From an optimization exercise on the open Yosys and OpenROAD flow, aimed at small area, a short achievable clock period and few clock cycles; shortcuts taken in it are not production practice.
The RTL was checked by simulation tests, not by an equivalence proof against the original design.
No activity file was given, so power comes from the tool's default toggle rates.

Design reindeer_core, start of the top module:
module reindeer_core (
    input  logic        clk,
    input  logic        arst_n_i,
    input  logic        start_i,
    input  logic [11:0] start_address_i,
    input  logic [31:0] mem_read_data_i,
    input  logic        mem_read_ack_i,
    input  logic [42:0] ocd_reg_i,
    output logic [9:0]  mem_addr_o,
    output logic        mem_read_en_o,
    output logic [31:0] ocd_reg_read_data_o,
    output logic        paused_o,
    output logic [11:0] peek_pc_o,
    output logic [31:0] peek_ir_o
);
For scale: roughly 1200 flip-flops, roughly 180 I/O pins.
==> flow/config.mk <==
export PLATFORM = sky130hd
export DESIGN_NAME = reindeer_core
export DESIGN_NICKNAME = reindeer_core
export VERILOG_FILES = /design/flow/design.v
export SDC_FILE = /design/flow/constraint.sdc
export NUM_CORES = 4
export LEC_CHECK = 0
export CAP_MARGIN = 20
export CELL_PAD_IN_SITES_DETAIL_PLACEMENT = 1
export CELL_PAD_IN_SITES_GLOBAL_PLACEMENT = 1
export CORE_MARGIN = 2
export CORE_UTILIZATION = 45
export CTS_CLUSTER_DIAMETER = 90
export CTS_CLUSTER_SIZE = 24
export SETUP_SLACK_MARGIN = 2.9
export SLEW_MARGIN = 20
==> flow/constraint.sdc <==
create_clock -name core_clock -period 6.0 [get_ports {clk}]
set_input_delay 1.2000 -clock core_clock [delete_from_list [all_inputs] [get_ports {clk}]]
set_output_delay 1.2000 -clock core_clock [all_outputs]
set_load 0.01 [all_outputs]
standard.sh (not shown) runs the stock make flow with config.mk's settings and CLKGATE_MAP_FILE= SYNTH_SCRIPT=/design/flow/synth_recipe.tcl, a recipe that flattens the netlist after the stock synthesis.
==> flow/flow/run.sh <==
#!/bin/bash
# The standard layout, except that the ports get plain buffers instead of
# the delay cells buffer_ports picks by default. Each port still has its own
# buffer; the resizer may size them later.
set -euo pipefail
export BUFFER_PORTS_ARGS="-buffer_cell sky130_fd_sc_hd__buf_2"
bash standard.sh > standard.log 2>&1
The starting point completed with no timing, DRC or antenna violations.
Testbench counts at the start, summed over its fixed seeds: cycles 23,918.
Next try:
- SETUP_SLACK_MARGIN: 2.9 -> 2.7
Critical path depth went down by 5.
Cell count came out lower by about 2.7%.
Design area is lower by 5.7%.
Routed wire length went down by about 7%.
Count of clock-buffer cells in the layout falls by 2.
Synthesized cell count stays the same.
Clock power shrinks by about 2%.
Non-clock buffer count falls by 152.
Global-route usage shrinks by 2.3 points.
Clock skew is lower by 0.0051 ns.
Total power goes down by about 5%.
Next try:
- SETUP_SLACK_MARGIN: 2.7 -> 2.5
What happened:
- The new run completed without violations
- power came out lower slightly
- maximum frequency goes down by a little under a tenth
- global-route usage drops by 1.7 points
- critical path depth stays the same
- non-clock buffer count falls by 103
- via count shrinks by a few percent
- clock-buffer cell count grows by 5
- die area stays the same

========
## build 39
Another version of the RTL of reindeer_core (not shown whole).
For scale: about 3600 cells after synthesis, roughly 1200 flip-flops, about 180 I/O pins, roughly 52000 um^2 of cells after synthesis.
// reindeer_core
module reindeer_core (
    input  logic        clk,
    input  logic        arst_n_i,
    input  logic        start_i,
    input  logic [11:0] start_address_i,
    input  logic [31:0] mem_read_data_i,
    input  logic        mem_read_ack_i,
    input  logic [42:0] ocd_reg_i,
    output logic [9:0]  mem_addr_o,
    output logic        mem_read_en_o,
    output logic [31:0] ocd_reg_read_data_o,
    output logic        paused_o,
    output logic [11:0] peek_pc_o,
    output logic [31:0] peek_ir_o
);
export LEC_CHECK = 0
export CAP_MARGIN = 20
export CELL_PAD_IN_SITES_DETAIL_PLACEMENT = 1
export CELL_PAD_IN_SITES_GLOBAL_PLACEMENT = 1
export CORE_MARGIN = 2
export CORE_UTILIZATION = 45
export CTS_CLUSTER_DIAMETER = 80
export CTS_CLUSTER_SIZE = 20
export SETUP_SLACK_MARGIN = 2.5
export SLEW_MARGIN = 20
export TNS_END_PERCENT = 10
create_clock -name core_clock -period 6.0 [get_ports {clk}]
Scripts as last shown in full above: flow/flow/run.sh
Build 39 was carried through to the last stage, and its layout satisfied the timing, DRC and antenna checks.
Testbench counts of build 39, summed over its fixed seeds: cycles 23,918.
Here is what was changed in the inputs of build 10 compared with build 39.
- SETUP_SLACK_MARGIN: 2.5 -> 2.7
- CTS_CLUSTER_DIAMETER: 80 -> 90
- TNS_END_PERCENT: 10 -> unset
- CTS_CLUSTER_SIZE: 20 -> 24
### Flow results
Clock-buffer cell count ended up 15 lower on build 10 than on build 39.
Of build 39 and build 10, build 39 shows the lower cell depth of the worst setup path, with build 10 above it.
When the final numbers for build 39 and build 10 were put side by side, the number of antenna violations at the first check in global routing turned out to be greater in build 10.
Going from build 39 to build 10, met2 usage higher; amount of wire on met2 after detailed routing climbed 3.2%; clock power share lower; number of remaining DRC errors held.
Build 10 leaves more setup margin than build 39.
Of the two values seen for largest power group, sequential cells was produced by build 39 and combinational cells by build 10.
Reported for build 39 and build 10, sequential cell count turned out identical to the last digit.
Relative to build 10, the following input files were edited for build 30:
- SETUP_SLACK_MARGIN now 2.5, was 2.7
- CORE_UTILIZATION now 55, was 45
--- outcome ---
- Both conditions hold for build 30: the flow ran to the end and the final layout passed the timing, DRC and antenna checks.
- Compared with build 10, build 30 degrades maximum operating frequency.
- Taking build 10 as the reference, in build 30 count of clock-buffer cells in the layout went down 1, cell count went down 337, overall die height went down about 9%, final critical-path required period went up 0.13 ns, critical path depth went down 2.
> inputs changed (build 30 -> build 78)
- CTS_CLUSTER_SIZE changed from 24 to 20
- CELL_PAD_IN_SITES_DETAIL_PLACEMENT changed from 1 to 2
- CORE_UTILIZATION changed from 55 to 30
- CELL_PAD_IN_SITES_GLOBAL_PLACEMENT changed from 1 to 2
- CTS_CLUSTER_DIAMETER changed from 90 to 80
- Build 78 ends up with a biggest cell delay along the critical path that is 0.26 ns higher than in build 30.
- Est. power | build 78 vs build 30 | build 78 higher
- From build 30 to build 78 the numbers moved as follows: setup slack now smaller; critical path depth now smaller.
- In the reports for build 30 and build 78, the smaller power density over the cells belongs to build 30.
- Between build 78 and build 30, it is build 78 whose clock slew seen by the registers of the worst setup and hold paths is lower, by 0.02 ns.
- Build 78 against build 30; non-clock buffer count is down by a few percent.
- Iteration count of the initial detailed-routing pass | build 78 below build 30
> inputs changed (build 78 -> build 59)
- CTS_CLUSTER_SIZE now 24, was 20
- CTS_CLUSTER_DIAMETER now 90, was 80
- CELL_PAD_IN_SITES_GLOBAL_PLACEMENT now 1, was 2
- SETUP_SLACK_MARGIN now 2.2, was 2.5
- CELL_PAD_IN_SITES_DETAIL_PLACEMENT now 1, was 2
- CORE_UTILIZATION now 45, was 30
[summary]
- From build 78 to build 59 the numbers moved as follows: HPWL after detailed placement has decreased, final hold slack has remained practically unchanged, count of inserted tapcells has decreased, post-route clock period utilization has increased, register-to-register slack has decreased.
- Via count normalized by instance count for build 59: about 15% up relative to build 78
- Of build 78 and build 59, build 78 shows the lower clock-buffer cell count, with build 59 above it.

-- port drivers added, routing unchanged --
How much do the figures lean on ideal ports? The routed layouts below were timed once more, with nothing changed but the port constraints.
Step 1 (the two cells are an assumption about what drives the block):
set clk [get_ports {clk}]
set_driving_cell -lib_cell sky130_fd_sc_hd__clkbuf_16 $clk
set_driving_cell -lib_cell sky130_fd_sc_hd__buf_2 [delete_from_list [all_inputs] $clk]
Step 2 also shifts input and output timing later by t, the mid clock arrival at the registers, as if the neighbouring blocks saw the same clock.
Slacks: ideal ports / drivers / drivers and shift; pairs: ideal ports / drivers.
| run | t, ns | setup WS [ns] | worst setup path after step 2 | worst register clock-pin slew, ns |
|---|---|---|---|---|
| the first run of note 1 | 0.792 | 2.729 / 2.727 / 1.935 | input to register | 0.11 / 0.11 |
| the second run of note 1 | 0.780 | 2.682 / 2.704 / 1.942 | input to register | 0.11 / 0.11 |
| the third run of note 1 | 0.796 | 2.369 / 2.419 / 1.629 | input to register | 0.11 / 0.11 |
| build 39 | 0.751 | 2.165 / 2.204 / 1.453 | input to register | 0.09 / 0.09 |
| build 10 | 0.800 | 2.559 / 2.559 / 1.820 | input to register | 0.11 / 0.11 |
| build 30 | 0.762 | 2.434 / 2.480 / 1.718 | input to register | 0.10 / 0.10 |
| build 78 | 0.792 | 2.352 / 2.399 / 1.607 | input to register | 0.09 / 0.09 |
| build 59 | 0.786 | 2.086 / 2.136 / 1.350 | input to register | 0.11 / 0.11 |
After both steps setup and hold are still met in every run listed. The setup slack of the first run of note 1, which loses most, moves by -0.002 ns with the drivers and by -0.794 ns with both steps.
